This design comes from an exercise in tuning for small area, a short achievable clock period and few clock cycles per item on the open sky130 flow, not from production work. Only simulation tests tie the RTL to the original design; equivalence was not proved. No activity file was given, so power comes from the tool's default toggle rates.

## job 6328
Design npu_top, start of the top module:
module npu_top #(
    parameter int N = 4
) (
    input  logic                  i_clk,
    input  logic                  i_rst_n,
    input  logic                  i_map_sop,
    input  logic                  i_map_eop,
    input  logic                  i_map_vld,
    input  logic [31:0]           i_map_data,
    input  logic                  i_weight_sop,
    input  logic                  i_weight_eop,
    input  logic                  i_weight_vld,
    input  logic [31:0]           i_weight_data,
    input  logic                  i_rd_sop,
    input  logic [$clog2(N)-1:0]  i_rd_col,
    output logic                  o_save_finish,
    output logic                  o_rd_vld,
    output logic                  o_rd_eop,
    output logic [15:0]           o_rd_data
);
==> flow/config.mk <==
export PLATFORM = sky130hd
export DESIGN_NAME = npu_top
export DESIGN_NICKNAME = npu_top
export VERILOG_FILES = /design/flow/design.v
export SDC_FILE = /design/flow/constraint.sdc
export NUM_CORES = 4
export LEC_CHECK = 0
export CAP_MARGIN = 10
export CORE_MARGIN = 2
export CORE_UTILIZATION = 40
export CTS_CLUSTER_DIAMETER = 100
export CTS_CLUSTER_SIZE = 24
export SETUP_SLACK_MARGIN = 5
export SLEW_MARGIN = 10
==> flow/constraint.sdc <==
create_clock -name core_clock -period 8.0 [get_ports {i_clk}]
set_input_delay 1.6000 -clock core_clock [delete_from_list [all_inputs] [get_ports {i_clk}]]
set_output_delay 1.6000 -clock core_clock [all_outputs]
set_load 0.01 [all_outputs]
run.sh (not shown) runs the stock make flow with config.mk's settings and CLKGATE_MAP_FILE= SYNTH_SCRIPT=/design/flow/synth_recipe.tcl, a recipe that flattens the netlist after the stock synthesis.
Per the final summary, job 6328 finished and its layout is clean on timing, DRC and antenna.
Testbench counts of job 6328, summed over its fixed seeds: cycles 12,544, items 320.
Relative to job 6328, the following input files were edited for job 7532:
Settings: SLEW_MARGIN: 10 -> 20; CTS_CLUSTER_DIAMETER: 100 -> unset; CTS_CLUSTER_SIZE: 24 -> unset; CAP_MARGIN: 10 -> 20.
Results
- Density: job 7532 denser than job 6328
- Between job 7532 and job 6328, the final HPWL from detailed placement does not differ in any meaningful way.
- Relative to job 6328, the final worst-path setup slack of job 7532 is higher by 0.016 ns.
- Each of the runs, namely job 6328 and job 7532, reached the end of the flow and came out clean.
- Critical path depth in job 7532 vs job 6328: down 1
- Reported for job 6328 and job 7532, compound-gate portion of the synthesized area turned out identical to the last digit.
- Looking at required time of the worst setup path, job 7532 sits 0.09 ns below job 6328.
#### Input delta (job 6029 over job 7532)
Settings: CTS_CLUSTER_SIZE: unset -> 24; CTS_CLUSTER_DIAMETER: unset -> 100; ABC_AREA: unset -> 1.
### Flow results
- Comparing the two runs side by side, job 6029 comes out ahead of job 7532 on minimum hold slack.
- Job 6029 against job 7532: biggest fanout along the worst timing path went up, count of placed standard cells in the final layout, fillers left out saw an increase, sum of met3 wire segment lengths after detailed routing +3400 um, total power higher.
- The lower sequential portion of the cell area of job 6029 and job 7532 is in job 6029.
- The placed instance area reported for job 6029 is greater than that of job 7532 by 1900 sq um.
- Diff job 7532 -> job 6029: CTS H-tree depth dropped 1; clock buffer and inverter area fraction after layout fell by 3.5 points; delay of the slowest cell on the worst path increased by 0.04 ns relative to the old numbers.
Relative to job 6029, the following input files were edited for job 5984:
Settings: clearing ABC_AREA, which used to be 1.
### Flow results
In the tables for job 6029 and job 5984, final setup slack of the worst path reads higher with job 6029.
Job 5984: full flow OK, the timing, DRC and antenna checks passed
No stage failed in job 6029, and the final checks on the layout all came back clean.
Diff job 6029 -> job 5984: post-layout minimum cycle time went up 0.0055 ns; data required time at the worst endpoint went down 0.02 ns; count of buffers not belonging to the clock network in the layout went down 43; wire length went down 16000 um; area of all sequential standard cells held.
Job 5984 against job 6029: post-placement cell count went down by 19%; routed length on met3 went down by 4500 um.
Modified inputs, job 6924 compared to job 5984
Settings: a change of CORE_UTILIZATION from 40 to 55; a deleted CTS_CLUSTER_SIZE that had been 24; a deleted CTS_CLUSTER_DIAMETER that had been 100.
==> comparison <==
Job 6924 vs job 5984 — area of all placed cells without fillers rose about 2.7%. Cmp job 5984 and job 6924 / area of the core / higher: job 5984. Where final critical-path setup slack is concerned, job 5984 is better than job 6924. In summary, job 6924 completed successfully, with a layout that passed the timing, DRC and antenna checks. Category of the critical setup timing path: primary input to flip-flop -> job 6924, flip-flop to flip-flop -> job 5984. Comparing job 5984 against job 6924, there is no change at all in layout sequential cell count. Job 5984 has lower shortest clock period the worst path allows after layout than job 6924. In the flow results for job 5984 and job 6924, the share of power burned in the clock network is larger on job 6924. Comparing job 5984 and job 6924, critical path depth is higher on job 5984.
Inputs modified between job 6924 and job 9175:
Settings: putting PLACE_DENSITY at 0.7 where nothing was set; swapping 55 for 40 in CORE_UTILIZATION; putting CTS_CLUSTER_SIZE at 24 where nothing was set; putting CTS_CLUSTER_DIAMETER at 100 where nothing was set.
==> comparison <==
- Of job 9175 and job 6924, the run reporting the lower detailed router's first-iteration violation count was job 6924.
- Job 9175 has setup fix buffers added after clock tree synthesis below what job 6924 had.
- Changes observed in job 9175 relative to job 6924: cell internal power dissipation -12%; core utilization fell by 19 points; non-filler instance count after layout rose by 333; proportion of layout cells with a drive suffix above 1 dropped 2.5 points.
- Per the comparison of job 9175 with job 6924, clock power shows a reduction of about 40%, final setup slack of the worst path shows a reduction of 0.013 ns, wire length after detailed routing shows a reduction of 3300 um.

[afterwards: timing with drivers on the ports]
How much do the figures lean on ideal ports? The routed layouts below were timed once more, with nothing changed but the port constraints. Step 1 sets driving cells, clkbuf_16 on the clock port and buf_2 on the other inputs (assumed; they add their load-dependent delay and slew). Step 2, shift: input delay + t, output delay - t, t = (earliest + latest rising clock arrival at the registers) / 2. This alone moves slack from input paths to output paths. Three values: ideal ports, drivers, drivers and shift; two values: the first two.
run | shift t [ns] | slack for setup (ns) | slew at the worst register clock pin (ns)
job 6328 | 0.746 | 5.007 / 4.987 / 4.361 | 0.11 / 0.11
job 7532 | 0.760 | 5.023 / 4.974 / 4.333 | 0.07 / 0.07
job 6029 | 0.751 | 5.037 / 4.965 / 4.386 | 0.11 / 0.11
job 5984 | 0.734 | 5.031 / 4.974 / 4.374 | 0.11 / 0.11
job 6924 | 0.766 | 4.958 / 4.967 / 4.242 | 0.07 / 0.07
job 9175 | 0.721 | 4.945 / 4.945 / 4.321 | 0.10 / 0.10
After both steps setup and hold are still met in every run listed. The setup slack of job 6924, which loses most, moves by +0.009 ns with the drivers and by -0.716 ns with both steps.
